This design comes from an exercise in tuning for small area and a short achievable clock period on the open sky130 flow, not from production work.
At most, simulation tests tie the RTL to the original design; equivalence was not proved.
For runs 4 to 6, only the layout was checked, not whether the RTL still works.
Power figures rest on the tool's default switching activity, not on a simulated workload.

--- flow/config.mk ---
export PLATFORM = sky130hd
export DESIGN_NAME = dcache_dm
export DESIGN_NICKNAME = dcache_dm
export VERILOG_FILES = /design/flow/design.v
export SDC_FILE = /design/flow/constraint.sdc
export NUM_CORES = 4
export LEC_CHECK = 0
export ABC_AREA = 1
export CAP_MARGIN = 20
export CORE_MARGIN = 2
export CORE_UTILIZATION = 50
export CTS_BUF_LIST = sky130_fd_sc_hd__clkbuf_8
export SETUP_SLACK_MARGIN = 1.5
export SLEW_MARGIN = 20
--- flow/constraint.sdc ---
create_clock -name core_clock -period 6.5 [get_ports {CLK}]
set_input_delay 1.3000 -clock core_clock [delete_from_list [all_inputs] [get_ports {CLK}]]
set_output_delay 1.3000 -clock core_clock [all_outputs]
set_load 0.01 [all_outputs]
--- flow/design.v ---
module dcache_dm (
  input  logic        CLK,
  input  logic        nRST,
  input  logic        halt,
  input  logic        dmemREN,
  input  logic        dmemWEN,
  input  logic        datomic,
  input  logic [31:0] dmemaddr,
  input  logic [31:0] dmemstore,
  output logic        dhit,
  output logic [31:0] dmemload,
  output logic        dREN,
  output logic        dWEN,
  output logic [31:0] daddr,
  output logic [31:0] dstore,
  input  logic        dwait,
  input  logic [31:0] dload,
  output logic        flushed
);
  localparam logic [3:0] IDLE  = 4'd0,
                         WB0   = 4'd1,
                         WB1   = 4'd2,
                         LD0   = 4'd3,
                         LD1   = 4'd4,
                         FLUSH = 4'd5,
                         FWB0  = 4'd6,
                         FWB1  = 4'd7,
                         DONE  = 4'd8;
  logic [3:0]  state, next_state;
  logic [7:0]  valid, dirty;
  logic [25:0] tags   [8];
  logic [31:0] words0 [8];
  logic [31:0] words1 [8];
  logic [2:0]  cnt;
  logic [25:0] req_tag;
  logic [2:0]  req_idx;
  logic        req_off;
  logic        req, hit, do_write;
  assign req_tag = dmemaddr[31:6];
  assign req_idx = dmemaddr[5:3];
  assign req_off = dmemaddr[2];
  assign req     = dmemREN | dmemWEN;
  logic st_idle, st_ld0, st_ld1, st_wb1, st_fl;
  assign st_idle = (state == IDLE);
  assign st_ld0  = (state == LD0);
  assign st_ld1  = (state == LD1);
  assign st_wb1  = (state == WB1) || (state == FWB1);
  assign st_fl   = (state == FLUSH) || (state == FWB0) || (state == FWB1);
  logic [2:0]  ridx;
  logic        roff;
  logic [25:0] rtag;
  logic [31:0] rword;
  assign ridx  = st_fl ? cnt : req_idx;
  assign roff  = st_idle ? req_off : st_wb1;
  assign rtag  = tags[ridx];
  assign rword = roff ? words1[ridx] : words0[ridx];
  assign hit = st_idle && req && valid[req_idx] && (rtag == req_tag);
  logic [31:0] link;
  logic        link_valid;
  logic        link_eq, sc_ok;
  assign link_eq  = (link == dmemaddr);
  assign sc_ok    = link_valid && link_eq;
  assign do_write = hit && dmemWEN && (!datomic || sc_ok);
  always_ff @(posedge CLK or negedge nRST) begin
    if (!nRST)                              link_valid <= 1'b0;
    else if (hit && !dmemWEN && datomic)    link_valid <= 1'b1;
    else if (do_write && link_eq)           link_valid <= 1'b0;
  end
  always_ff @(posedge CLK) begin
    if (hit && !dmemWEN && datomic) link <= dmemaddr;
  end
  always_ff @(posedge CLK or negedge nRST) begin
    if (!nRST) state <= IDLE;
    else       state <= next_state;
  end
  always_comb begin
    next_state = state;
    case (state)
      IDLE: begin
        if (halt)             next_state = FLUSH;
        else if (req && !hit) next_state = dirty[req_idx] ? WB0 : LD0;
      end
      WB0:  if (!dwait) next_state = WB1;
      WB1:  if (!dwait) next_state = LD0;
      LD0:  if (!dwait) next_state = LD1;
      LD1:  if (!dwait) next_state = IDLE;
      FLUSH: begin
        if (dirty[cnt])        next_state = FWB0;
        else if (cnt == 3'd7)  next_state = DONE;
      end
      FWB0: if (!dwait) next_state = FWB1;
      FWB1: if (!dwait) next_state = (cnt == 3'd7) ? DONE : FLUSH;
      DONE: next_state = DONE;
      default: next_state = IDLE;
    endcase
  end
  assign dhit     = hit;
  assign dmemload = dmemWEN ? {31'b0, datomic & sc_ok} : rword;
  assign dstore   = rword;
  assign dREN     = st_ld0 || st_ld1;
  assign dWEN     = (state == WB0) || (state == WB1) || (state == FWB0) || (state == FWB1);
  assign daddr    = {(dREN ? req_tag : rtag), ridx, (st_wb1 || st_ld1), 2'b00};
  assign flushed  = (state == DONE);
  logic [31:0] wdata;
  logic        we0, we1, ld_done;
  assign wdata   = st_idle ? dmemstore : dload;
  assign ld_done = st_ld1 && !dwait;
  assign we0     = (do_write && !req_off) || (st_ld0 && !dwait);
  assign we1     = (do_write &&  req_off) || ld_done;
  always_ff @(posedge CLK) begin
    for (int i = 0; i < 8; i++) begin
      if (we0 && req_idx == i)     words0[i] <= wdata;
      if (we1 && req_idx == i)     words1[i] <= wdata;
      if (ld_done && req_idx == i) tags[i]   <= req_tag;
    end
  end
  always_ff @(posedge CLK or negedge nRST) begin
    if (!nRST) begin
      valid <= '0;
      dirty <= '0;
    end else begin
      for (int i = 0; i < 8; i++) begin
        if (ld_done && req_idx == i) begin
          valid[i] <= 1'b1;
          dirty[i] <= 1'b0;
        end else if (do_write && req_idx == i) begin
          dirty[i] <= 1'b1;
        end else if (state == FWB1 && !dwait && cnt == i) begin
          dirty[i] <= 1'b0;
        end
      end
    end
  end
  always_ff @(posedge CLK or negedge nRST) begin
    if (!nRST) begin
      cnt <= '0;
    end else if ((state == FLUSH && !dirty[cnt]) || (state == FWB1 && !dwait)) begin
      if (cnt != 3'd7) cnt <= cnt + 3'd1;
    end
  end
endmodule
--- flow/run.sh ---
#!/bin/bash
# synth_recipe.tcl (not shown) runs the flow's synth.tcl, then flattens the netlist and writes it again
# the make line also repeats each setting of config.mk as NAME=value (left out here)
make -C /OpenROAD-flow-scripts/flow DESIGN_CONFIG=/design/flow/config.mk WORK_HOME=/design/flow/orfs CLKGATE_MAP_FILE= SYNTH_SCRIPT=/design/flow/synth_recipe.tcl finish
==> notes.md, run 1 <==
======================================================================================
Portion of total power attributed to combinational logic                         42.8%
Chip width                                                                    256.0 um
Number of DRC markers in iteration 0                                              2880
Standard-cell rows                                                                  92
Dominant register cell in the synthesized netlist                         sky130_fd_sc_hd__edfxtp_1
Top-Level Pins                                                                     203
Crit end category                                                         primary output
Buffers from clock root to sink, at most                                             3
Post-synthesis cell type count                                                      48
Placed cell area                                                             35490 um2
Met3 track utilization from global routing                                      6.001%
Proportion of synthesized chip area in sequential cells                         73.00%
TritonCTS Buffers                                                                  132
Vias after detailed routing                                                      23180
Worst skew pair latency                                                        0.81 ns
Share of total power in the clock network                                        22.3%
Origin of the critical flop-to-flop path                                      state[3]
Class of the tightest hold or removal check                                 reg -> reg
Seq pwr share                                                                    34.9%
Total non-filler cell area in the finished layout                            40430 um2
Proportion of netlist area held by the largest area contributor                 71.11%
Final critical-path share of the clock period                                   76.63%
Worst-path clk slew                                                            0.05 ns
Global route overflow                                                                0
Area of combinational cells with multiple inputs                              8421 um2
Total count of max-transition violations in the final report                         0
Via count of the first global-routing pass                                       22330
Number of instances in the synthesized netlist                                    2454
Buffers added on ports                                                             200
CTS tree                                                                           yes
Post-Route WL                                                                106200 um
Most frequent cell after synthesis                                        sky130_fd_sc_hd__edfxtp_1
Worst setup startpoint                                                        state[3]
RSZ-0062 raised after global routing                                              true
Cell area after synthesis                                                    31760 um2
Endpoint arrival time on the critical path                                     3.68 ns
Clock tree sinks                                                                   776
Endpoint required time on the critical path                                    5.20 ns
Final-layout fill cell count                                                      4763
Peak supply drop                                                             0.2551 mV
Core region area                                                             62970 um2
Maxcap violations                                                                    0
Startpoint type of the worst setup path                                       register
Antenna violations before repair                                                     5
Status                                                                    finished clean
Leakage                                                                     0.01458 uW
Share of flip-flops with an asynchronous set or reset after synthesis           3.093%
Pre-antenna DRT Iters                                                                5
Remaining max-slew budget at the tightest pin                                   22.63%
Worst hold slack across all endpoints                                        0.4620 ns
Remaining design rule violation count                                                0
Net switching share of the total power                                          38.40%
Estimated wirelength of the detail-placed design                              55600 um
Path type of the worst setup path                                           reg -> out
Area enclosed by the die boundary                                            65540 um2
Via count normalized by instance count                                           6.072
Storage cell area                                                            23190 um2
Die height                                                                    256.0 um
H-tree depth                                                                         4
Initial Util                                                                    50.43%
Number of synthesized register bits                                                776
Post-synthesis area per instance                                             12.94 um2
Time the final worst path needs with I/O delays and setup                     4.981 ns
Series of cell instances along the critical path                          nor2_4, buf_12, nand2_8, nand2_4, o21ai_4, buf_12, nor2_4, buf_12, buf_12, nand3_1, nand2_2, nor2_1, nand2_1, nand2_1, o21ai_0, clkdlybuf4s50_1
Nets                                                                              2980
Power density normalized to cell area                                     439.0 nW/um2
FMAX                                                                        0.2008 GHz
Leading cell types by count after synthesis                               sky130_fd_sc_hd__edfxtp_1, sky130_fd_sc_hd__nand2_1, sky130_fd_sc_hd__a22oi_1, sky130_fd_sc_hd__nand4_1, sky130_fd_sc_hd__nor2_1
Dominant cells by area after synthesis                                    sky130_fd_sc_hd__edfxtp_1, sky130_fd_sc_hd__nand2_1, sky130_fd_sc_hd__a22oi_1
Met2 global-route usage                                                         49.61%
Largest area contributor in the synthesized netlist                       sky130_fd_sc_hd__edfxtp_1
Yosys warnings                                                                       4
Weighted congestion reported at the end of routability-driven placement         0.9113
Layout overhead on the synthesized area                                         27.32%
Fraction of layout instances using a drive strength above 1                     19.16%
Final count of hold timing violations                                                0
Worst slew pin tran                                                           1.158 ns
Fin Clk Skew                                                                0.04588 ns
Critical Path Fanout Max                                                             8
Global-route track usage on met1                                                44.82%
CTS Root Buffer Type                                                      sky130_fd_sc_hd__clkbuf_8
Wire length of the first global-routing pass                                 150200 um
Number of buffer and inverter instances along the worst setup path                   5
Setup total negative slack                                                        0 ns
Power Internal                                                                10930 uW
Count of flip-flops with a built-in enable after synthesis                         752
Antenna violation net count after detailed routing                                   0
Net Sw Power                                                                   6817 uW
Min-delay src                                                                 valid[3]
Largest net degree at the start of global routing                                   55
Number of failing setup endpoints in the final timing report                         0
Average wire per standard cell                                                27.81 um
Overall routing resource usage                                                  31.47%
Standard cell with the maximum stage delay on the critical path           sky130_fd_sc_hd__clkdlybuf4s50_1
Kind of cell adding the most delay to the critical path                   buffers and inverters
Most utilized layer in the global route result                                    met2
CP peak stage delay                                                            0.61 ns
Most used cell, CP                                                        sky130_fd_sc_hd__buf_12
======================================================================================
worst paths after layout:
kind | end | slack (ns) | cells after the start
max reg2reg | words0[6][3] | 2.30 | 23
max | daddr[14] | 1.52 | 16
min in group asynchronous | valid[1] | 0.87 | 2
min reg2reg | valid[3] | 0.46 | 2
min | valid[3] | 0.46 | 2
max in group asynchronous | cnt[2] | 5.31 | 2
registers in the layout, indices dropped and copies added, names as in the netlist:
register and cells:
cnt 3, dirty 8, link 32, link_valid 1, state 4, tags 208
valid 8, words0 256, words1 256
area by class of cell:
type                    count  share of cell area (%)
diodes                      2                 0.01238
clock buffers             139                   4.732
clock inverters            94                   1.009
inverters                 116                   1.176
multi-input cells        1433                   20.83
flip-flops and latches    776                   57.35
well taps                 846                   2.618
repair buffers            412                   12.27
power groups by stage:
stage                     registers (uW)  clock network [uW]  logic (uW)
final                               6200                3960        7590
after global routing                6210                4210        8020
after CTS                           6190                3990        6970
after detailed placement            6290                   0        6180
after global placement              6280                   0        6130
after floorplan                     6260                   0        3200
layer usage:
metal  wire length, um  up-vias
li1                  -    10080
met5                13        -
met2             49880     1353
met4              2383        2
met1             43510    11560
met3             10380      190
per-stage QoR:
step | total power (uW) | utilization, % | worst slack, ns | instances
CTS | 17150 | 62.71 | 1.495 | 3770
finish | 17750 | 64.21 | 1.519 | 3818
detailed placement | 12470 | 56.37 | 0.2916 | 3449
global placement | 12410 | 56.37 | 0.3460 | 3449
global route | 18440 | 64.21 | 1.422 | 3817
floorplan | 9459 | - | 1.133 | 2455
kinds of logic after synthesis:
kind of cell	after synthesis	synth area share, %
other	1	0.01181
buffers and inverters	252	3.239
AO/OA/AOI/OAI	465	9.578
XOR/XNOR	20	0.5516
multiplexers	1	0.03152
AND/OR/NAND/NOR	933	13.35
flip-flops	776	73.00
adder cells (fa/ha/maj)	6	0.2364
tightest hold or removal path, stage by stage (launching register included):
cell and delay [ns]:
sky130_fd_sc_hd__dfrtp_1 0.32, sky130_fd_sc_hd__inv_1 0.05, sky130_fd_sc_hd__o21ai_0 0.06
cell usage in the layout (no fill, tap or decap), types with 33 or more instances in the layout:
cell type and n:
sky130_fd_sc_hd__edfxtp_1 752, sky130_fd_sc_hd__nand2_1 439, sky130_fd_sc_hd__a22oi_1 187, sky130_fd_sc_hd__nand4_1 185
sky130_fd_sc_hd__inv_1 143, sky130_fd_sc_hd__clkbuf_8 139, sky130_fd_sc_hd__clkdlybuf4s50_1 121, sky130_fd_sc_hd__nor2_1 110
sky130_fd_sc_hd__buf_4 106, sky130_fd_sc_hd__o21ai_0 88, sky130_fd_sc_hd__a21oi_1 58, sky130_fd_sc_hd__dlygate4sd2_1 58
sky130_fd_sc_hd__buf_12 53, sky130_fd_sc_hd__nand3_1 51, sky130_fd_sc_hd__o211ai_1 49, sky130_fd_sc_hd__nand2_2 44
sky130_fd_sc_hd__clkinv_1 33
what timing repair did:
item                                    CTS  global route
pin swaps                                34            38
endpoints found under the setup margin   91            78
hold buffers                              0             0
buffers inserted                         65            32
gates resized for setup                 241           128
gates cloned                             23            11
==> run 2: changes to the inputs <==
--- a/flow/config.mk
+++ b/flow/config.mk
@@ -9,6 +9,5 @@
 export CAP_MARGIN = 20
 export CORE_MARGIN = 2
 export CORE_UTILIZATION = 50
-export CTS_BUF_LIST = sky130_fd_sc_hd__clkbuf_8
-export SETUP_SLACK_MARGIN = 1.5
+export CTS_BUF_LIST = sky130_fd_sc_hd__clkbuf_4
 export SLEW_MARGIN = 20
==> run 2 against run 1 <==
  * Still clean on timing, DRC and antenna
  * Power is 6.8% lower
  * Global-route usage is 2.8 points lower
  * Sequential share of layout area is 3.4 points higher
  * Synthesized area stayed put
  * Clock skew is 0.020 ns higher
  * Final area is 5.6% lower
  * Sequential cell count stayed put
  * Synthesized cell count stayed put
  * Combinational power is 19% lower
  * Clock power is 5.3% higher
  * Largest power group is now sequential cells
==> notes.md, run 2 <==
======================================================================================
Crit path setup slack, layout                                                0.2713 ns   -1.248 ns
Worst hold slack across all endpoints                                        0.2656 ns   -0.1964 ns
FMAX                                                                        0.1605 GHz   -20%
Fin Clk Skew                                                                0.06599 ns   +0.02010 ns
Worst-path clk slew                                                            0.07 ns   +0.02 ns
Final critical-path share of the clock period                                   95.83%   +19 points
Overall routing resource usage                                                  28.66%   -2.8 points
Dominant cells by area after synthesis                                    sky130_fd_sc_hd__edfxtp_1, sky130_fd_sc_hd__nand2_1, sky130_fd_sc_hd__a22oi_1
Vias after detailed routing                                                      22310   -3.8%
Standard-cell rows                                                                  92   unchanged
Time the final worst path needs with I/O delays and setup                     6.229 ns   +1.248 ns
Nets                                                                              2926   -1.8%
Post-Route WL                                                                 94030 um   -11%
Number of DRC markers in iteration 0                                              2328   -19%
Post-CTS Hold Fix Bufs                                                               0   unchanged
Maxcap violations                                                                    0   unchanged
Antenna violations before repair                                                     3   -2
Count of flip-flops with a built-in enable after synthesis                         752   unchanged
Core region area                                                             62970 um2   unchanged
Setup total negative slack                                                        0 ns   unchanged
Number of failing setup endpoints in the final timing report                         0   unchanged
Status                                                                    finished clean
Leading cell types by count after synthesis                               sky130_fd_sc_hd__edfxtp_1, sky130_fd_sc_hd__nand2_1, sky130_fd_sc_hd__a22oi_1, sky130_fd_sc_hd__nand4_1, sky130_fd_sc_hd__nor2_1
Path type of the worst setup path                                            in -> out
Largest net degree at the start of global routing                                   65   +18%
Fraction of layout instances using a drive strength above 1                     15.93%   -3.2 points
Pre-antenna DRT Iters                                                                6   +1
Initial Util                                                                    50.43%   unchanged
Global route overflow                                                                0   unchanged
Share of flip-flops with an asynchronous set or reset after synthesis           3.093%   unchanged
Final-layout fill cell count                                                      5007   +5.1%
Class of the tightest hold or removal check                                in -> async
RSZ-0062 raised after global routing                                             false
H-tree depth                                                                         4   unchanged
Weighted congestion reported at the end of routability-driven placement         0.9306   +2.1%
Total count of max-transition violations in the final report                         0   unchanged
Pre-CTS setup slack                                                          0.3700 ns   +0.07845 ns
Most common library cell in the layout ignoring fill and taps             sky130_fd_sc_hd__edfxtp_1
Worst R2R Path Depth                                                                20   -13%
Average wire per standard cell                                                24.69 um   -11%
Critical Path Fanout Max                                                            15   +7
Buffers from clock root to sink, at most                                             3   unchanged
Largest area contributor in the synthesized netlist                       sky130_fd_sc_hd__edfxtp_1
Area enclosed by the die boundary                                            65540 um2   unchanged
Antenna violation net count after detailed routing                                   0   unchanged
Yosys warnings                                                                       4   unchanged
Wire length of the first global-routing pass                                 138700 um   -7.6%
Endpoint arrival time on the critical path                                     4.93 ns   +1.25 ns
Cell area after synthesis                                                    31760 um2   unchanged
Proportion of netlist area held by the largest area contributor                 71.11%   unchanged
Post-synthesis cell type count                                                      48   unchanged
Startpoint type of the worst setup path                                   primary input
Peak supply drop                                                             0.3895 mV   +53%
Buffers added on ports                                                             200   unchanged
Leakage                                                                     0.01347 uW   -7.6%
Dominant register cell in the synthesized netlist                         sky130_fd_sc_hd__edfxtp_1
Final count of hold timing violations                                                0   unchanged
Proportion of synthesized chip area in sequential cells                         73.00%   unchanged
Top-Level Pins                                                                     203   unchanged
Chip width                                                                    256.0 um   unchanged
Via count normalized by instance count                                           5.858   -3.5%
Die height                                                                    256.0 um   unchanged
TritonCTS Buffers                                                                  195   +48%
Clock tree sinks                                                                   776   unchanged
Worst slew pin tran                                                           1.018 ns   -0.1394 ns
Layout overhead on the synthesized area                                         20.22%
CTS tree                                                                           yes
Number of synthesized register bits                                                776   unchanged
Worst skew pair latency                                                        1.04 ns   +0.23 ns
Non-Filler Instances                                                              3808   -0.26%
Post-synthesis area per instance                                             12.94 um2   unchanged
Top Registers                                                             words0 (256), words1 (256), tags (208)
Estimated wirelength of the detail-placed design                              54250 um   -2.4%
Endpoint required time on the critical path                                    5.20 ns   about the same
Number of instances in the synthesized netlist                                    2454   unchanged
Cell total after placement                                                        3462   +0.38%
Remaining max-slew budget at the tightest pin                                   32.04%   +9.4 points
Via count of the first global-routing pass                                       21920   -1.8%
Crit end category                                                         primary output
CTS Root Buffer Type                                                      sky130_fd_sc_hd__clkbuf_4
Power density normalized to cell area                                     433.2 nW/um2   -1.3%
Remaining design rule violation count                                                0   unchanged
Most frequent cell after synthesis                                        sky130_fd_sc_hd__edfxtp_1
Commonest cells after routing, fill and taps aside                        sky130_fd_sc_hd__edfxtp_1, sky130_fd_sc_hd__nand2_1, sky130_fd_sc_hd__clkbuf_4
======================================================================================
-- run 2: cell counts after synthesis --
Identical to the previous run, type by type.
-- run 2: repair_timing --
action | 4_1_cts | 5_1_grt
endpoints found under the setup margin | 0 | 1
resized for setup | 0 | 0
setup buffers | 0 | 3
-- run 2: final timing paths --
check	to	startpoint	slack [ns]
worst max-delay path	dhit	dmemaddr[4]	0.27
worst min-delay path	valid[0]	nRST	0.27
worst max register to register	words1[1][19]	state[0]	1.38
worst min register to register	valid[7]	valid[7]	0.46
max in group asynchronous	dirty[1]	nRST	5.83
min in group core_clock	valid[7]	valid[7]	0.46
-- run 2: logic make-up after synthesis --
logic type,share of synthesized area [%]
and+or+nand+nor,13.35
adders and majority gates,0.2364
AOI/OAI and AO/OA,9.578
xor gates and xnor gates,0.5516
buffers and inverters,3.239
DFF,73.00
muxes,0.03152
other,0.01181
-- run 2: stage by stage --
stage / area, um2 / util [%] / power [uW]
global placement: 35500 / 56.38 / 12340
global route: 38170 / 60.62 / 17380
floorplan: 31760 / - / 9458
CTS: 38130 / 60.56 / 16570
detailed placement: 35610 / 56.55 / 12400
finish: 38180 / 60.63 / 16540
-- run 2: where the power goes --
group          internal (uW)  switching [uW]  total [uW]  leakage (uW)
registers               6120            66.5        6190       0.00707
logic                   2120            4060        6180       0.00493
clock network           2250            1920        4170       0.00147
-- run 2: cell type report --
cell class | instances | area, um2 | area share, %
clock inverter | 62 | 464.2 | 1.216
inverter | 116 | 435.4 | 1.141
tap | 846 | 1059 | 2.773
clock buffer | 274 | 2057 | 5.388
antenna | 6 | 15.01 | 0.03933
multi-input combinational | 1428 | 7843 | 20.54
timing repair buffer | 300 | 3120 | 8.174
sequential | 776 | 23180 | 60.73
-- run 2: critical path, stage by stage --
cell and delay [ns]:
sky130_fd_sc_hd__clkdlybuf4s50_1 0.57, sky130_fd_sc_hd__inv_1 0.20, sky130_fd_sc_hd__nand2_1 0.22, sky130_fd_sc_hd__o21ai_4 0.28
sky130_fd_sc_hd__nand3_1 0.17, sky130_fd_sc_hd__inv_2 0.20, sky130_fd_sc_hd__buf_4 0.28, sky130_fd_sc_hd__nand2_1 0.08
sky130_fd_sc_hd__nand2_1 0.08, sky130_fd_sc_hd__nor2_1 0.04, sky130_fd_sc_hd__nand2_1 0.09, sky130_fd_sc_hd__nand3_1 0.07
sky130_fd_sc_hd__nand2_1 0.16, sky130_fd_sc_hd__nand2_1 0.07, sky130_fd_sc_hd__nor2_1 0.10, sky130_fd_sc_hd__nand3_1 0.11
sky130_fd_sc_hd__nor2_2 0.31, sky130_fd_sc_hd__clkdlybuf4s50_1 0.60
-- run 2: metal layers --
metal	GRT usage, %	wire (um)	up-vias
met4	10.72	2411	0
li1	-	-	10060
met5	0	0	-
met3	5.764	7872	156
met2	44.42	43940	1078
met1	40.35	39800	11010
==> run 3: changes to the inputs <==
--- a/flow/config.mk
+++ b/flow/config.mk
@@ -9,5 +9,4 @@
 export CAP_MARGIN = 20
 export CORE_MARGIN = 2
 export CORE_UTILIZATION = 50
-export CTS_BUF_LIST = sky130_fd_sc_hd__clkbuf_4
 export SLEW_MARGIN = 20
==> run 3 against run 2 <==
  * Still clean on timing, DRC and antenna
  * Maximum frequency grew 0.72%
  * Worst hold slack gained 0.20 ns
  * Global-route usage shrank 0.55 points
  * Die area is the same
  * Sequential power is essentially flat
  * Final area shrank 0.14%
  * Non-clock buffer count shrank 3
  * Cell count shrank 5.1%
  * Largest power group unchanged
==> notes.md, run 3 <==
======================================================================================
Status                                                                    finished clean
Buffers added on ports                                                             200   unchanged
Average wire per standard cell                                                25.61 um   +3.7%
Number of failing setup endpoints in the final timing report                         0   unchanged
Weighted congestion reported at the end of routability-driven placement         0.9306   unchanged
Wire length of the first global-routing pass                                 137000 um   -1.2%
Fraction of layout instances using a drive strength above 1                     10.31%   -5.6 points
Global-route track usage on met1                                                40.66%   +0.31 points
Commonest cells after routing, fill and taps aside                        sky130_fd_sc_hd__edfxtp_1, sky130_fd_sc_hd__nand2_1, sky130_fd_sc_hd__clkdlybuf4s50_1
Pre-antenna DRT Iters                                                                5   -1
Origin of the critical flop-to-flop path                                      state[1]
Remaining design rule violation count                                                0   unchanged
Fin Clk Skew                                                                0.02907 ns   -0.03691 ns
Post-synthesis area per instance                                             12.94 um2   unchanged
Proportion of synthesized chip area in sequential cells                         73.00%   unchanged
Nets                                                                              2808   -4.0%
Power density normalized to cell area                                     439.0 nW/um2   +1.3%
Final critical-path share of the clock period                                   95.14%   -0.69 points
Total count of max-transition violations in the final report                         0   unchanged
Buffers from clock root to sink, at most                                             3   unchanged
Die height                                                                    256.0 um   unchanged
Number of synthesized register bits                                                776   unchanged
Most utilized layer in the global route result                                    met2
Most frequent cell after synthesis                                        sky130_fd_sc_hd__edfxtp_1
Total non-filler cell area in the finished layout                            38120 um2   -0.14%
Worst hold slack across all endpoints                                        0.4650 ns   +0.1994 ns
Min-delay src                                                                 valid[0]
Antenna violation net count after detailed routing                                   0   unchanged
Area enclosed by the die boundary                                            65540 um2   unchanged
Remaining max-slew budget at the tightest pin                                   30.90%   -1.1 points
Class of the tightest hold or removal check                                 reg -> reg
Leading cell types by count after synthesis                               sky130_fd_sc_hd__edfxtp_1, sky130_fd_sc_hd__nand2_1, sky130_fd_sc_hd__a22oi_1, sky130_fd_sc_hd__nand4_1, sky130_fd_sc_hd__nor2_1
Count of flip-flops with a built-in enable after synthesis                         752   unchanged
Yosys warnings                                                                       4   unchanged
Post-synthesis cell type count                                                      48   unchanged
Number of DRC markers in iteration 0                                              2360   +1.4%
Post-CTS Hold Fix Bufs                                                               0   unchanged
Most common library cell in the layout ignoring fill and taps             sky130_fd_sc_hd__edfxtp_1
Time the final worst path needs with I/O delays and setup                     6.184 ns   -0.04460 ns
Endpoint arrival time on the critical path                                     4.88 ns   -0.05 ns
RSZ-0062 raised after global routing                                             false
Proportion of netlist area held by the largest area contributor                 71.11%   unchanged
Chip width                                                                    256.0 um   unchanged
Leakage                                                                     0.01321 uW   -1.9%
Final count of hold timing violations                                                0   unchanged
Post-Route WL                                                                 92520 um   -1.6%
Maxcap violations                                                                    0   unchanged
Clock tree sinks                                                                   776   unchanged
Layout overhead on the synthesized area                                         20.05%
Path type of the worst setup path                                            in -> out
Largest net degree at the start of global routing                                   65   unchanged
Placed cell area                                                             35610 um2   unchanged
Met2 global-route usage                                                         44.38%   about the same
Largest area contributor in the synthesized netlist                       sky130_fd_sc_hd__edfxtp_1
Final-layout fill cell count                                                      4871   -2.7%
Vias after detailed routing                                                      21530   -3.5%
Met3 track utilization from global routing                                      4.803%   -0.96 points
CTS tree                                                                           yes
Worst setup startpoint                                                     dmemaddr[4]
Endpoint required time on the critical path                                    5.20 ns   about the same
Resized cells post-CTS                                                               0   unchanged
Crit end category                                                         primary output
Dominant register cell in the synthesized netlist                         sky130_fd_sc_hd__edfxtp_1
Via count of the first global-routing pass                                       20890   -4.7%
Cell area after synthesis                                                    31760 um2   unchanged
Via count normalized by instance count                                           5.960   +1.7%
Peak supply drop                                                             0.3710 mV   -4.8%
H-tree depth                                                                         3   -1
Pre-CTS setup slack                                                          0.3700 ns   unchanged
Dominant cells by area after synthesis                                    sky130_fd_sc_hd__edfxtp_1, sky130_fd_sc_hd__nand2_1, sky130_fd_sc_hd__a22oi_1
Worst slew pin tran                                                           1.035 ns   +0.01704 ns
Critical Path Fanout Max                                                            33   +18
Number of instances in the synthesized netlist                                    2454   unchanged
Worst skew pair latency                                                        0.63 ns   -0.41 ns
Overall routing resource usage                                                  28.11%   -0.55 points
TritonCTS Buffers                                                                   81   -58%
Antenna violations before repair                                                     1   -2
Worst-path clk slew                                                            0.06 ns   about the same
Estimated wirelength of the detail-placed design                              54250 um   unchanged
Share of flip-flops with an asynchronous set or reset after synthesis           3.093%   unchanged
Standard-cell rows                                                                  92   unchanged
Core region area                                                             62970 um2   unchanged
Initial Util                                                                    50.43%   unchanged
FMAX                                                                        0.1617 GHz   +0.72%
Top-Level Pins                                                                     203   unchanged
Post-CTS Setup Bufs                                                                  0   unchanged
Crit path setup slack, layout                                                0.3159 ns   +0.04460 ns
Top Registers                                                             words0 (256), words1 (256), tags (208)
Startpoint type of the worst setup path                                   primary input
CTS Root Buffer Type                                                      sky130_fd_sc_hd__clkbuf_16
Global route overflow                                                                0   unchanged
Setup total negative slack                                                        0 ns   unchanged
======================================================================================
-- run 3: cell type report --
class / count / area, um2 / area share, %
diodes: 1 / 2.502 / 0.006564
clock buffers: 102 / 2148 / 5.635
clock inverters: 47 / 364.1 / 0.9551
inverters: 116 / 435.4 / 1.142
multi-input cells: 1427 / 7834 / 20.55
flip-flops and latches: 776 / 23180 / 60.81
well taps: 846 / 1059 / 2.777
repair buffers: 297 / 3098 / 8.126
-- run 3: worst max-delay path: stages --
cell and delay (ns):
sky130_fd_sc_hd__clkdlybuf4s50_1 0.65, sky130_fd_sc_hd__nand2_2 0.11, sky130_fd_sc_hd__o21ai_4 0.22, sky130_fd_sc_hd__nand3_1 0.31, sky130_fd_sc_hd__inv_2 0.31, sky130_fd_sc_hd__buf_4 0.51, sky130_fd_sc_hd__a22oi_1 0.22, sky130_fd_sc_hd__nand4_1 0.15
sky130_fd_sc_hd__a21oi_1 0.06, sky130_fd_sc_hd__mux2i_1 0.15, sky130_fd_sc_hd__buf_4 0.17, sky130_fd_sc_hd__nand2_1 0.05, sky130_fd_sc_hd__o21ai_0 0.07, sky130_fd_sc_hd__clkdlybuf4s50_1 0.56
-- run 3: per-layer routing --
metal | routed length (um) | up-vias
li1 | - | 9708
met4 | 2312 | 0
met1 | 39630 | 10750
met3 | 7294 | 149
met2 | 43290 | 922
met5 | 0 | -
-- run 3: logic make-up after synthesis --
| kind of cell | count (synthesis) | share of synthesized area [%] |
|---|---|---|
| simple gates | 933 | 13.35 |
| buf+inv | 252 | 3.239 |
| flops | 776 | 73.00 |
| mux | 1 | 0.03152 |
| other cells | 1 | 0.01181 |
| fa+ha+maj | 6 | 0.2364 |
| xor+xnor | 20 | 0.5516 |
| compound gates | 465 | 9.578 |
-- run 3: path summary, 6_finish.rpt --
check                                end  slack [ns]  cells after the start
max in group asynchronous       valid[3]        5.45                      1
min reg2reg                     valid[0]        0.46                      2
min in group asynchronous         cnt[0]        0.66                      1
max                          dmemload[0]        0.32                     14
min                             valid[0]        0.46                      2
max reg2reg                words1[0][24]        1.32                     21
-- run 3: power breakdown --
group	total [uW]	internal, uW	switching, uW
logic	6150	2110	4040
clock network	4400	2510	1900
registers	6180	6120	62.4
-- run 3: metrics by stage --
stage               util [%]  total power (uW)  instances
CTS                    60.54             16780       3611
floorplan                  -              9458       2455
detailed placement     56.55             12400       3462
finish                 60.55             16730       3612
global placement       56.38             12340       3457
global route           60.54             17490       3611
==> run 4: changes to the inputs <==
--- a/flow/design.v
+++ b/flow/design.v
@@ -99,19 +99,20 @@
   assign dstore   = rword;
   assign dREN     = st_ld0 || st_ld1;
   assign dWEN     = (state == WB0) || (state == WB1) || (state == FWB0) || (state == FWB1);
-  assign daddr    = {(dREN ? req_tag : rtag), ridx, (st_wb1 || st_ld1), 2'b00};
+  assign daddr    = {rtag, ridx, (st_wb1 || st_ld1), 2'b00};
   assign flushed  = (state == DONE);
   logic [31:0] wdata;
-  logic        we0, we1, ld_done;
+  logic        we0, we1, ld_done, tag_we;
   assign wdata   = st_idle ? dmemstore : dload;
   assign ld_done = st_ld1 && !dwait;
   assign we0     = (do_write && !req_off) || (st_ld0 && !dwait);
   assign we1     = (do_write &&  req_off) || ld_done;
+  assign tag_we  = (st_idle && req && !dirty[req_idx]) || (state == WB1 && !dwait);
   always_ff @(posedge CLK) begin
     for (int i = 0; i < 8; i++) begin
       if (we0 && req_idx == i)     words0[i] <= wdata;
       if (we1 && req_idx == i)     words1[i] <= wdata;
-      if (ld_done && req_idx == i) tags[i]   <= req_tag;
+      if (tag_we && req_idx == i)  tags[i]   <= req_tag;
     end
   end
   always_ff @(posedge CLK or negedge nRST) begin
--- a/flow/config.mk
+++ b/flow/config.mk
@@ -9,4 +9,7 @@
 export CAP_MARGIN = 20
 export CORE_MARGIN = 2
 export CORE_UTILIZATION = 50
+export CTS_CLUSTER_DIAMETER = 80
+export CTS_CLUSTER_SIZE = 30
+export SETUP_SLACK_MARGIN = 2.0
 export SLEW_MARGIN = 20
==> run 4 against run 3 <==
  * Final area up 5.8%
  * Worst hold slack improved by 0.021 ns
  * Die area fell by 0.93%
  * Via count increased by 4.3%
  * Sequential power increased by 1%
  * Synthesized cell count is 2.9% lower
  * Non-clock buffer count grew 194
  * Routed wire length grew 8.8%
  * Synthesized area down 0.95%
  * Sequential cell count is the same
  * Global-route usage up 2.0 points
  * Power up 0.11%
  * Critical path type unchanged
==> notes.md, run 4 <==
======================================================================================
Pre-antenna DRT Iters                                                                6   +1
Nets                                                                              2897   +3.2%
Post-synthesis area per instance                                             13.21 um2   +2.0%
Estimated wirelength of the detail-placed design                              50690 um   -6.6%
Adder-cell share of the synthesized area                                       0.2387%   +0.0023 points
Fraction of layout instances using a drive strength above 1                     24.70%   +14 points
RSZ-0062 raised after global routing                                              true
Crit path setup slack, layout                                                 1.719 ns   +1.403 ns
FMAX                                                                        0.2092 GHz   +29%
PnR Total Power                                                               16750 uW   +0.11%
Setup total negative slack                                                        0 ns   unchanged
H-tree depth                                                                         2   -1
Post-synthesis cell type count                                                      48   unchanged
Dominant register cell in the synthesized netlist                         sky130_fd_sc_hd__edfxtp_1
Storage cell area                                                            23190 um2   about the same
Die height                                                                    254.8 um   -0.47%
Dominant combinational cell family by area after synthesis                simple AND/OR/NAND/NOR gates
Class of the tightest hold or removal check                                 reg -> reg
Final critical-path share of the clock period                                   73.55%   -22 points
Post-Route WL                                                                100700 um   +8.8%
Weighted congestion reported at the end of routability-driven placement         0.8528   -8.4%
Largest net degree at the start of global routing                                   45   -31%
CP peak stage delay                                                            0.48 ns   -0.17 ns
Leakage                                                                     0.01450 uW   +9.8%
Share of flip-flops with an asynchronous set or reset after synthesis           3.093%   unchanged
Commonest cells after routing, fill and taps aside                        sky130_fd_sc_hd__edfxtp_1, sky130_fd_sc_hd__nand2_1, sky130_fd_sc_hd__nand4_1
Maxcap violations                                                                    0   unchanged
Via count of the first global-routing pass                                       21260   +1.7%
Simple-Gate Fraction of Synth Area                                              12.95%   -0.40 points
Worst slew pin tran                                                          0.9513 ns   -0.08412 ns
Startpoint type of the worst setup path                                   primary input
Remaining design rule violation count                                                0   unchanged
Critical Path Fanout Max                                                            18   -45%
Global route overflow                                                                0   unchanged
Proportion of netlist area held by the largest area contributor                 71.79%   +0.68 points
Worst skew pair latency                                                        0.62 ns   about the same
Endpoint arrival time on the critical path                                     3.48 ns   -1.40 ns
Top-Level Pins                                                                     203   unchanged
Count of flip-flops with a built-in enable after synthesis                         752   unchanged
Initial Util                                                                    50.78%   +0.35 points
Final-layout fill cell count                                                      4434   -9.0%
Clock tree sinks                                                                   776   unchanged
Antenna violations before repair                                                     0   -1
Time the final worst path needs with I/O delays and setup                     4.781 ns   -1.403 ns
Standard-cell rows                                                                  91   -1.1%
Buffers added on ports                                                             200   unchanged
Worst-path clk slew                                                            0.10 ns   +0.04 ns
Buffers from clock root to sink, at most                                             3   unchanged
Final count of hold timing violations                                                0   unchanged
Dominant cells by area after synthesis                                    sky130_fd_sc_hd__edfxtp_1, sky130_fd_sc_hd__nand2_1, sky130_fd_sc_hd__a22oi_1
Overall routing resource usage                                                  30.15%   +2.0 points
Number of DRC markers in iteration 0                                              2912   +23%
Path type of the worst setup path                                            in -> out
Power density normalized to cell area                                     415.4 nW/um2   -5.4%
Number of instances in the synthesized netlist                                    2382   -2.9%
Wire length of the first global-routing pass                                 141800 um   +3.5%
Area enclosed by the die boundary                                            64930 um2   -0.93%
Endpoint required time on the critical path                                    5.20 ns   about the same
Most frequent cell after synthesis                                        sky130_fd_sc_hd__edfxtp_1
Core region area                                                             61940 um2   -1.6%
CTS Root Buffer Type                                                      sky130_fd_sc_hd__clkbuf_16
CTS tree                                                                           yes
Remaining max-slew budget at the tightest pin                                   36.19%   +5.3 points
Fin Clk Skew                                                                0.03315 ns   +0.004078 ns
TritonCTS Buffers                                                                   37   -54%
Status                                                                    finished clean
Kind of cell adding the most delay to the critical path                   simple AND/OR/NAND/NOR gates
Vias after detailed routing                                                      22450   +4.3%
Total count of max-transition violations in the final report                         0   unchanged
Leading cell types by count after synthesis                               sky130_fd_sc_hd__edfxtp_1, sky130_fd_sc_hd__nand2_1, sky130_fd_sc_hd__nand4_1, sky130_fd_sc_hd__a22oi_1, sky130_fd_sc_hd__nor2_1
Area of combinational cells with multiple inputs                              8517 um2   +8.7%
Pre-CTS setup slack                                                          0.4265 ns   +0.05652 ns
Most common library cell in the layout ignoring fill and taps             sky130_fd_sc_hd__edfxtp_1
Number of synthesized register bits                                                776   unchanged
Top Registers                                                             words0 (256), words1 (256), tags (208)
Antenna violation net count after detailed routing                                   0   unchanged
Series of cell instances along the critical path                          buf_2, nor2_1, inv_1, nand3_1, nor2_1, nand2_1, inv_1, nand2_1, nor2_4, nand3_2, buf_6, nor2_4, buf_6
Layout overhead on the synthesized area                                         28.22%
Number of failing setup endpoints in the final timing report                         0   unchanged
Standard cell with the maximum stage delay on the critical path           sky130_fd_sc_hd__buf_2
Cell area after synthesis                                                    31460 um2   -0.95%
Largest area contributor in the synthesized netlist                       sky130_fd_sc_hd__edfxtp_1
Average wire per standard cell                                                27.63 um   +7.9%
Crit end category                                                         primary output
Yosys warnings                                                                       4   unchanged
Chip width                                                                    254.8 um   -0.47%
Number of buffer and inverter instances along the worst setup path                   5   unchanged
Peak supply drop                                                             0.2978 mV   -20%
Post-synthesis mux area share                                                       0%   -0.032 points
Via count normalized by instance count                                           6.161   +3.4%
Synth Area in Compound Gates                                                    9.081%   -0.50 points
Post-CTS Hold Fix Bufs                                                               0   unchanged
Post-synthesis share of cell area spent on xor and xnor gates                  0.5290%   -0.023 points
Proportion of synthesized chip area in sequential cells                         73.70%   +0.70 points
Diodes inserted                                                                      0   -1
======================================================================================
[run 4: through the flow]
step                utilization (%)  hold WS [ns]  cells  instance area (um2)
detailed placement            56.78        0.4546   3385                35170
global placement              56.79        0.4433   3385                35170
floorplan                         -        0.4274   2383                31530
CTS                           62.99        0.4820   3578                39010
global route                  65.11        0.5130   3643                40330
finish                        65.11        0.4861   3643                40330
[run 4: worst register-to-register path: cells and delay by family, from the launching register on]
family                 cells  cell delay (ns)
buffers and inverters     22             2.63
DFF                        1             0.39
and+or+nand+nor            7             1.09
[run 4: cell type report]
type / instances / area share, %
multi-input combinational: 1345 / 21.12
timing repair buffer: 491 / 14.34
clock buffer: 39 / 2.314
tap: 837 / 2.597
inverter: 136 / 1.474
timing repair inverter: 1 / 0.04033
sequential: 776 / 57.50
clock inverter: 18 / 0.6236
[run 4: worst paths after layout]
path                          start  depth (start not counted)  slack (ns)         end
max reg2reg                link[15]                         29        2.31  link_valid
min reg2reg                valid[7]                          2        0.49    valid[7]
min                        valid[7]                          2        0.49    valid[7]
max                         dmemWEN                         13        1.72        dhit
max in group asynchronous      nRST                          1        5.37      cnt[0]
min in group asynchronous      nRST                          1        0.69    dirty[4]
[run 4: timing repair]
action / CTS / global route
setup endpoints to repair: 641 / 86
pin swaps: 125 / 149
setup buffers: 101 / 54
gates cloned: 35 / 10
resized for setup: 559 / 205
[run 4: metal layers]
layer  GRT usage (%)  wire length, um  vias up
li1                -                -     9736
met1           43.84            40530    11250
met2           48.80            48110     1317
met3           3.956             9786      148
met4           7.084             2249        0
met5               0                0        -
[run 4: cells by family after synthesis]
logic type	after synthesis
flops	776
other cells	1
buf+inv	269
compound gates	426
xor+xnor	19
simple gates	885
fa+ha+maj	6
[run 4: power by group]
group / total, uW / switching [uW] / internal [uW]
registers: 6270 / 85.2 / 6190
clock network: 2800 / 1640 / 1150
logic: 7680 / 4680 / 3000
==> run 5: changes to the inputs <==
--- a/flow/config.mk
+++ b/flow/config.mk
@@ -11,5 +11,5 @@
 export CORE_UTILIZATION = 50
 export CTS_CLUSTER_DIAMETER = 80
 export CTS_CLUSTER_SIZE = 30
-export SETUP_SLACK_MARGIN = 2.0
+export SETUP_SLACK_MARGIN = 2.5
 export SLEW_MARGIN = 20
==> run 5 against run 4 <==
  * First-iteration DRC count up 9.0%
  * Sequential share of layout area down 2.2 points
  * Global-route usage up 0.76 points
  * Non-clock buffer count up 88
  * Worst setup slack worse by 0.089 ns
  * Combinational power up 3.1%
  * Worst hold slack worse by 0.0039 ns
  * Synthesized cell count unchanged
  * Sequential cell count unchanged
  * Utilization up 2.6 points
  * Highest routed layer unchanged
==> notes.md, run 5 <==
======================================================================================
Status                                                                    finished clean
Post-synthesis cell type count                                                      48   unchanged
Cells on Worst Hold Path                                                             1   -1
Critical Path Fanout Max                                                             6   -12
RSZ-0062 raised after global routing                                              true
Buffers from clock root to sink, at most                                             3   unchanged
Share of total power in the clock network                                        16.6%   about the same
Post-CTS Hold Fix Bufs                                                               0   unchanged
H-tree depth                                                                         2   unchanged
Chip width                                                                    254.8 um   unchanged
Weighted congestion reported at the end of routability-driven placement         0.8512   -0.19%
Clock tree sinks                                                                   776   unchanged
Startpoint type of the worst setup path                                   primary input
Area enclosed by the die boundary                                            64930 um2   unchanged
Wire length of the first global-routing pass                                 144600 um   +2.0%
Dominant combinational cell family by area after synthesis                simple AND/OR/NAND/NOR gates
Core region area                                                             61940 um2   unchanged
Remaining max-slew budget at the tightest pin                                   28.30%   -7.9 points
Class of the tightest hold or removal check                                 reg -> reg
Cell area after synthesis                                                    31460 um2   unchanged
Antenna violations before repair                                                     0   unchanged
Worst-path clk slew                                                            0.10 ns   about the same
Antenna violation net count after detailed routing                                   0   unchanged
Endpoint arrival time on the critical path                                     3.57 ns   +0.09 ns
Final-layout fill cell count                                                      4339   -2.1%
Worst skew pair latency                                                        0.61 ns   about the same
Buffers added on ports                                                             200   unchanged
CTS tree                                                                           yes
Power Internal                                                                10540 uW   +1.9%
Largest area contributor in the synthesized netlist                       sky130_fd_sc_hd__edfxtp_1
Leakage                                                                     0.01512 uW   +4.3%
Number of failing setup endpoints in the final timing report                         0   unchanged
Yosys warnings                                                                       4   unchanged
Leading cell types by count after synthesis                               sky130_fd_sc_hd__edfxtp_1, sky130_fd_sc_hd__nand2_1, sky130_fd_sc_hd__nand4_1, sky130_fd_sc_hd__a22oi_1, sky130_fd_sc_hd__nor2_1
Standard-cell rows                                                                  91   unchanged
TritonCTS Buffers                                                                   36   -2.7%
Top Registers                                                             words0 (256), words1 (256), tags (208)
Portion of total power attributed to combinational logic                         46.6%   +0.7 points
Fin Clk Skew                                                                0.03621 ns   +0.003058 ns
Overall routing resource usage                                                  30.91%   +0.76 points
Crit end category                                                         primary output
Pre-antenna DRT Iters                                                                6   unchanged
Die height                                                                    254.8 um   unchanged
FMAX                                                                        0.2053 GHz   -1.8%
Most common library cell in the layout ignoring fill and taps             sky130_fd_sc_hd__edfxtp_1
Maxcap violations                                                                    0   unchanged
Commonest cells after routing, fill and taps aside                        sky130_fd_sc_hd__edfxtp_1, sky130_fd_sc_hd__nand2_1, sky130_fd_sc_hd__nand4_1
Layout overhead on the synthesized area                                         33.36%
Peak supply drop                                                             0.2686 mV   -9.8%
Number of synthesized register bits                                                776   unchanged
Adder-cell share of the synthesized area                                       0.2387%   unchanged
Simple-Gate Fraction of Synth Area                                              12.95%   unchanged
Number of DRC markers in iteration 0                                              3173   +9.0%
Proportion of netlist area held by the largest area contributor                 71.79%   unchanged
Dominant cells by area after synthesis                                    sky130_fd_sc_hd__edfxtp_1, sky130_fd_sc_hd__nand2_1, sky130_fd_sc_hd__a22oi_1
Global route overflow                                                                0   unchanged
Post-synthesis share of cell area spent on xor and xnor gates                  0.5290%   unchanged
Top-Level Pins                                                                     203   unchanged
Via count normalized by instance count                                           6.253   +1.5%
Post-synthesis mux area share                                                       0%   unchanged
Estimated wirelength of the detail-placed design                              50260 um   -0.85%
Setup total negative slack                                                        0 ns   unchanged
Total count of max-transition violations in the final report                         0   unchanged
Count of flip-flops with a built-in enable after synthesis                         752   unchanged
Storage cell area                                                            23190 um2   about the same
Final count of hold timing violations                                                0   unchanged
Endpoint required time on the critical path                                    5.20 ns   about the same
Most frequent cell after synthesis                                        sky130_fd_sc_hd__edfxtp_1
Via count of the first global-routing pass                                       21560   +1.4%
Final critical-path share of the clock period                                   74.92%   +1.4 points
Share of flip-flops with an asynchronous set or reset after synthesis           3.093%   unchanged
Number of instances in the synthesized netlist                                    2382   unchanged
Net switching share of the total power                                          38.02%   -0.23 points
Area of combinational cells with multiple inputs                              8557 um2   +0.47%
Path type of the worst setup path                                            in -> out
Remaining design rule violation count                                                0   unchanged
Fraction of layout instances using a drive strength above 1                     28.88%   +4.2 points
Proportion of synthesized chip area in sequential cells                         73.70%   unchanged
CTS Root Buffer Type                                                      sky130_fd_sc_hd__clkbuf_16
Seq pwr share                                                                    36.8%   -0.6 points
Worst hold slack across all endpoints                                        0.4822 ns   -0.003887 ns
Average wire per standard cell                                                29.82 um   +7.9%
Time the final worst path needs with I/O delays and setup                     4.870 ns   +0.08887 ns
Dominant register cell in the synthesized netlist                         sky130_fd_sc_hd__edfxtp_1
Nets                                                                              2979   +2.8%
Synth Area in Compound Gates                                                    9.081%   unchanged
Initial Util                                                                    50.78%   unchanged
Post-synthesis area per instance                                             13.21 um2   unchanged
Worst slew pin tran                                                           1.075 ns   +0.1242 ns
Post-Route WL                                                                111100 um   +10%
Largest net degree at the start of global routing                                   45   unchanged
Worst R2R Path Depth                                                                28   -3.4%
Power density normalized to cell area                                     405.3 nW/um2   -2.4%
Vias after detailed routing                                                      23300   +3.8%
Net Sw Power                                                                   6464 uW   +0.85%
======================================================================================
run 5: cell count changes in the layout (fill, tap and decap cells not counted), moves of 13 or more:
cell                        before  now
sky130_fd_sc_hd__buf_4         136  161
sky130_fd_sc_hd__nand2_1       392  377
sky130_fd_sc_hd__buf_6          50   71
sky130_fd_sc_hd__inv_1         118  100
sky130_fd_sc_hd__a22oi_1       143  130
sky130_fd_sc_hd__nand2_2        35   49
sky130_fd_sc_hd__clkbuf_16      45   76
sky130_fd_sc_hd__a22oi_2        42   55
run 5: metal layers:
layer / share of wire, % / track usage [%]
met5: 0 / 0
met4: 4.2 / 8.588
met3: 10 / 3.804
met2: 48 / 51.56
met1: 38 / 43.20
run 5: through the flow:
step                      power, uW  utilization, %  setup slack, ns  instances  instance area, um2
after global routing          17600           67.72            1.522       3725               41950
after CTS                     16170           63.56            1.684       3589               39370
after floorplan                9620               -            2.186       2383               32050
after detailed placement      12290           57.12           0.1546       3375               35380
after global placement        12210           57.12           0.1833       3375               35380
final                         17000           67.73            1.630       3726               41950
run 5: power by group through the flow:
| stage | sequential, uW | combinational (uW) | clock (uW) |
|---|---|---|---|
| after floorplan | 6340 | 3280 | 0 |
| after global placement | 6360 | 5850 | 0 |
| after detailed placement | 6370 | 5910 | 0 |
| after CTS | 6250 | 7110 | 2810 |
| after global routing | 6270 | 8350 | 2980 |
| final | 6260 | 7920 | 2820 |
run 5: cell type report:
cell class	count	share of cell area, %
sequential	776	55.27
multi-input combinational	1341	20.40
timing repair buffer	579	17.65
tap	837	2.496
clock buffer	40	2.234
inverter	136	1.408
clock inverter	16	0.5369
antenna	1	0.005965
run 5: cell families (layout without fill, tap and decap cells):
group | after synthesis | after routing
xor gates and xnor gates | 19 | 19
DFF | 776 | 776
AOI/OAI and AO/OA | 426 | 427
and+or+nand+nor | 885 | 887
buffers and inverters | 269 | 771
other | 1 | 3
adders and majority gates | 6 | 6
run 5: what timing repair did:
action                                  CTS  global route
resized for setup                       476           349
cloned                                   39            43
setup buffers                           119            93
endpoints found under the setup margin  651           642
pin swaps                                69           134
run 5: path summary, 6_finish.rpt:
| path | startpoint | end | slack, ns |
|---|---|---|---|
| max in group asynchronous | nRST | cnt[0] | 5.15 |
| max | dmemaddr[3] | dmemload[0] | 1.63 |
| min reg2reg | valid[0] | valid[0] | 0.48 |
| min | valid[0] | valid[0] | 0.48 |
| min in group asynchronous | nRST | state[1] | 1.08 |
| max reg2reg | state[1] | words0[2][5] | 2.18 |
run 5: worst max-delay path: stages:
cell and delay [ns]:
sky130_fd_sc_hd__buf_8 0.10, sky130_fd_sc_hd__inv_8 0.04, sky130_fd_sc_hd__nand2_4 0.07, sky130_fd_sc_hd__o21ai_4 0.06
sky130_fd_sc_hd__buf_12 0.14, sky130_fd_sc_hd__buf_12 0.12, sky130_fd_sc_hd__buf_6 0.11, sky130_fd_sc_hd__nand3_4 0.12
sky130_fd_sc_hd__buf_12 0.12, sky130_fd_sc_hd__inv_8 0.04, sky130_fd_sc_hd__buf_6 0.13, sky130_fd_sc_hd__buf_16 0.15
sky130_fd_sc_hd__buf_12 0.13, sky130_fd_sc_hd__a221o_1 0.33, sky130_fd_sc_hd__o221ai_2 0.18, sky130_fd_sc_hd__o21ai_4 0.14
sky130_fd_sc_hd__nand2_1 0.08, sky130_fd_sc_hd__o21ai_1 0.07, sky130_fd_sc_hd__buf_2 0.14
==> run 6: changes to the inputs <==
==> flow/flow/run.sh (new file) <==
#!/bin/bash
# Standard layout, with the ports buffered by buf_4 cells instead of the default buffer.
set -e
cp standard.sh standard_sh_copy.log
export BUFFER_PORTS_ARGS="-buffer_cell sky130_fd_sc_hd__buf_4"
bash standard.sh > standard_flow.log 2>&1
==> flow/standard.sh (new file) <==
#!/bin/bash
# synth_recipe.tcl (not shown) runs the flow's synth.tcl, then flattens the netlist and writes it again
# the make line also repeats each setting of config.mk as NAME=value (left out here)
make -C /OpenROAD-flow-scripts/flow DESIGN_CONFIG=/design/flow/config.mk WORK_HOME=/design/flow/orfs CLKGATE_MAP_FILE= SYNTH_SCRIPT=/design/flow/synth_recipe.tcl "${@:-finish}"
--- a/flow/config.mk
+++ b/flow/config.mk
@@ -11,5 +11,5 @@
 export CORE_UTILIZATION = 50
 export CTS_CLUSTER_DIAMETER = 80
 export CTS_CLUSTER_SIZE = 30
-export SETUP_SLACK_MARGIN = 2.5
+export SETUP_SLACK_MARGIN = 2.0
 export SLEW_MARGIN = 20
removed: flow/run.sh
==> run 6 against run 5 <==
  * Still clean on timing, DRC and antenna
  * Cell count is 3.9% lower
  * Sequential share of layout area grew 3.9 points
  * Sequential power about the same
  * Clock skew down 0.0066 ns
  * Final area fell by 6.6%
  * Maximum frequency increased by 0.38%
  * Worst setup slack improved by 0.018 ns
  * Largest power group unchanged
==> notes.md, run 6 <==
======================================================================================
Status                                                                    finished clean
CTS tree                                                                           yes
Number of synthesized register bits                                                776   unchanged
Setup slack of the most critical reg-to-reg path                               2.06 ns   -0.12 ns
Buffers added on ports                                                             200   unchanged
Capture point of the critical path                                         dmemload[7]
Worst slew pin tran                                                           1.171 ns   +0.09524 ns
Buffers from clock root to sink, at most                                             3   unchanged
Layout overhead on the synthesized area                                         24.56%
Largest net degree at the start of global routing                                   53   +18%
Die height                                                                    254.8 um   unchanged
Leading cell types by count after synthesis                               sky130_fd_sc_hd__edfxtp_1, sky130_fd_sc_hd__nand2_1, sky130_fd_sc_hd__nand4_1, sky130_fd_sc_hd__a22oi_1, sky130_fd_sc_hd__nor2_1
Nets                                                                              2835   -4.8%
Chip width                                                                    254.8 um   unchanged
Final critical-path share of the clock period                                   74.64%   -0.28 points
CTS Root Buffer Type                                                      sky130_fd_sc_hd__clkbuf_16
Antenna violations before repair                                                     1   +1
Portion of total power attributed to combinational logic                         45.2%   -1.4 points
Global route overflow                                                                0   unchanged
Final count of hold timing violations                                                0   unchanged
Top-Level Pins                                                                     203   unchanged
Fraction of layout instances using a drive strength above 1                     26.03%   -2.8 points
Power Internal                                                                10190 uW   -3.3%
Proportion of netlist area held by the largest area contributor                 71.79%   unchanged
Path type of the worst setup path                                            in -> out
Weighted congestion reported at the end of routability-driven placement         0.8917   +4.8%
Antenna violation net count after detailed routing                                   0   unchanged
Seq pwr share                                                                    37.9%   +1.1 points
Origin of the critical flop-to-flop path                                      state[3]
FMAX                                                                        0.2061 GHz   +0.38%
Placed cell area                                                             34490 um2   -2.5%
Worst skew pair latency                                                        0.60 ns   about the same
Total non-filler cell area in the finished layout                            39180 um2   -6.6%
Time the final worst path needs with I/O delays and setup                     4.851 ns   -0.01850 ns
Number of failing setup endpoints in the final timing report                         0   unchanged
Dominant register cell in the synthesized netlist                         sky130_fd_sc_hd__edfxtp_1
Pre-antenna DRT Iters                                                                5   -1
Net switching share of the total power                                          38.44%   +0.41 points
Most frequent cell after synthesis                                        sky130_fd_sc_hd__edfxtp_1
Net Sw Power                                                                   6360 uW   -1.6%
RSZ-0062 raised after global routing                                              true
Largest area contributor in the synthesized netlist                       sky130_fd_sc_hd__edfxtp_1
Power density normalized to cell area                                     422.3 nW/um2   +4.2%
Remaining max-slew budget at the tightest pin                                   21.95%   -6.3 points
Via count normalized by instance count                                           6.224   -0.47%
Cell area after synthesis                                                    31460 um2   unchanged
Post-synthesis cell type count                                                      48   unchanged
Leakage                                                                     0.01401 uW   -7.3%
Crit end category                                                         primary output
Most common library cell in the layout ignoring fill and taps             sky130_fd_sc_hd__edfxtp_1
Yosys warnings                                                                       4   unchanged
Startpoint type of the worst setup path                                   primary input
Post-CTS Hold Fix Bufs                                                               0   unchanged
Post-Route WL                                                                102500 um   -7.8%
Clock tree sinks                                                                   776   unchanged
Via count of the first global-routing pass                                       21040   -2.4%
Area enclosed by the die boundary                                            64930 um2   unchanged
Top Registers                                                             words0 (256), words1 (256), tags (208)
Share of flip-flops with an asynchronous set or reset after synthesis           3.093%   unchanged
Total count of max-transition violations in the final report                         0   unchanged
Endpoint required time on the critical path                                    5.20 ns   about the same
Post-synthesis area per instance                                             13.21 um2   unchanged
Worst R2R Path Depth                                                                28   unchanged
Overall routing resource usage                                                  31.02%   +0.11 points
Worst setup startpoint                                                     dmemaddr[3]
TritonCTS Buffers                                                                   37   +2.8%
Remaining design rule violation count                                                0   unchanged
Maxcap violations                                                                    0   unchanged
Count of flip-flops with a built-in enable after synthesis                         752   unchanged
Endpoint arrival time on the critical path                                     3.55 ns   -0.02 ns
Initial Util                                                                    50.78%   unchanged
H-tree depth                                                                         2   unchanged
Critical Path Fanout Max                                                             8   +2
Core region area                                                             61940 um2   unchanged
Share of total power in the clock network                                        16.9%   +0.3 points
Diodes inserted                                                                      0   -1
Wire length of the first global-routing pass                                 145500 um   +0.63%
End of the worst register-to-register path                                words0[1][10]
Fin Clk Skew                                                                0.02966 ns   -0.006552 ns
Number of instances in the synthesized netlist                                    2382   unchanged
Commonest cells after routing, fill and taps aside                        sky130_fd_sc_hd__edfxtp_1, sky130_fd_sc_hd__nand2_1, sky130_fd_sc_hd__buf_4
Worst-path clk slew                                                            0.09 ns   about the same
Peak supply drop                                                             0.4269 mV   +59%
Proportion of synthesized chip area in sequential cells                         73.70%   unchanged
Vias after detailed routing                                                      22280   -4.4%
Number of DRC markers in iteration 0                                              2523   -20%
Dominant cells by area after synthesis                                    sky130_fd_sc_hd__edfxtp_1, sky130_fd_sc_hd__nand2_1, sky130_fd_sc_hd__a22oi_1
Estimated wirelength of the detail-placed design                              53190 um   +5.8%
Average wire per standard cell                                                28.62 um   -4.0%
Class of the tightest hold or removal check                                 reg -> reg
Standard-cell rows                                                                  91   unchanged
Setup total negative slack                                                        0 ns   unchanged
======================================================================================
==> run 6: cell counts after synthesis <==
No cell type changed its count.
==> run 6: worst max-delay path: stages <==
cell                       delay, ns
sky130_fd_sc_hd__buf_8          0.10
sky130_fd_sc_hd__inv_6          0.04
sky130_fd_sc_hd__nand2_4        0.07
sky130_fd_sc_hd__o21ai_4        0.07
sky130_fd_sc_hd__buf_12         0.16
sky130_fd_sc_hd__buf_8          0.13
sky130_fd_sc_hd__buf_12         0.12
sky130_fd_sc_hd__nor3_4         0.22
sky130_fd_sc_hd__buf_12         0.15
sky130_fd_sc_hd__buf_12         0.10
sky130_fd_sc_hd__buf_12         0.13
sky130_fd_sc_hd__buf_8          0.12
sky130_fd_sc_hd__buf_16         0.16
sky130_fd_sc_hd__a21oi_2        0.06
sky130_fd_sc_hd__nand4_1        0.08
sky130_fd_sc_hd__o211ai_1       0.18
sky130_fd_sc_hd__a21oi_1        0.19
sky130_fd_sc_hd__buf_4          0.15
==> run 6: timing repair <==
action                                 4_1_cts  5_1_grt
setup buffers                               81       40
gates cloned                                33        5
gates resized for setup                    278       63
endpoints found under the hold margin        0        0
setup endpoints to repair                  635      539
pin swaps                                  120       65
==> run 6: final cells by class <==
type / count / area, um2
Tap cell: 837 / 1047
Multi-Input combinational cell: 1341 / 8280
Clock buffer: 37 / 925.9
Timing Repair Buffer: 433 / 4898
Clock inverter: 19 / 246.5
Fill cell: 4628 / 22760
Sequential cell: 776 / 23180
Timing Repair inverter: 1 / 8.758
Inverter: 136 / 589.3
==> run 6: power by group through the flow <==
stage	Clock (uW)	Combinational, uW	Sequential [uW]
floorplan	0	3090	6340
global placement	0	5540	6370
detailed placement	0	5600	6380
CTS	2830	7170	6260
global route	2980	7930	6280
finish	2800	7480	6270
==> run 6: routing by layer <==
layer / track usage [%] / vias up / routed length [um]
met2: 49.48 / 1326 / 48670
met1: 45.66 / 11180 / 41210
met5: 0 / - / 0
li1: - / 9621 / -
met4: 7.135 / 0 / 2440
met3: 4.332 / 151 / 10140
==> run 6: cell families (layout without fill, tap and decap cells) <==
logic type	Yosys count	count (layout)	share of synthesized area [%]
xor+xnor	19	19	0.5290
fa+ha+maj	6	6	0.2387
buf+inv	269	626	3.488
simple gates	885	888	12.95
other cells	1	2	0.01192
compound gates	426	426	9.081
flops	776	776	73.70
==> run 6: worst min-delay path by stage <==
stage,start,end,slack (ns),cells after the start
after floorplan,valid[7],valid[7],0.43,2
after global placement,valid[4],valid[4],0.45,1
after detailed placement,valid[4],valid[4],0.46,1
after CTS,valid[4],valid[4],0.48,1
after global routing,valid[4],valid[4],0.50,1
final,valid[3],valid[3],0.48,2
==> run 6: through the flow <==
stage / cells / total power, uW / setup WS [ns] / hold slack (ns) / utilization (%)
after floorplan: 2383 / 9430 / 1.797 / 0.4274 / -
after global placement: 3365 / 11910 / 0.8017 / 0.4544 / 55.68
after detailed placement: 3365 / 11970 / 0.8491 / 0.4581 / 55.68
after CTS: 3535 / 16260 / 1.716 / 0.4810 / 62.06
after global routing: 3580 / 17190 / 1.541 / 0.4952 / 63.26
final: 3580 / 16550 / 1.649 / 0.4792 / 63.26

==> what the ideal ports hide <==
The flow's constraints put no driver on any port. The routed layouts listed below were extracted and timed again, unchanged, in two steps. Step 1: set_driving_cell puts a clkbuf_16 on CLK and a buf_2 on each other input, an assumption about the parent block. Step 2, shift: input delay + t, output delay - t, t = (earliest + latest rising clock arrival at the registers) / 2. This alone moves slack from input paths to output paths. Three values: no drivers, after step 1, after step 2; two values: the first two.
run | t (ns) | setup WS [ns] | hold slack, ns | worst register clock-pin slew, ns
run 1 | 0.849 | 1.519 / 1.454 / 1.547 | 0.462 / 0.462 / 0.462 | 0.06 / 0.06
run 2 | 1.072 | 0.271 / 0.248 / 0.248 | 0.266 / 0.223 / 0.461 | 0.07 / 0.07
run 3 | 0.682 | 0.316 / 0.290 / 0.290 | 0.465 / 0.465 / 0.465 | 0.06 / 0.06
run 4 | 0.663 | 1.719 / 1.685 / 1.133 | 0.486 / 0.486 / 0.486 | 0.11 / 0.11
run 5 | 0.658 | 1.630 / 1.570 / 1.510 | 0.482 / 0.482 / 0.482 | 0.12 / 0.12
run 6 | 0.651 | 1.649 / 1.580 / 1.391 | 0.479 / 0.479 / 0.479 | 0.12 / 0.12
After both steps every run listed still meets setup and hold. For run 4, which loses most, drivers alone change the setup slack by -0.034 ns; drivers and shift together by -0.586 ns.
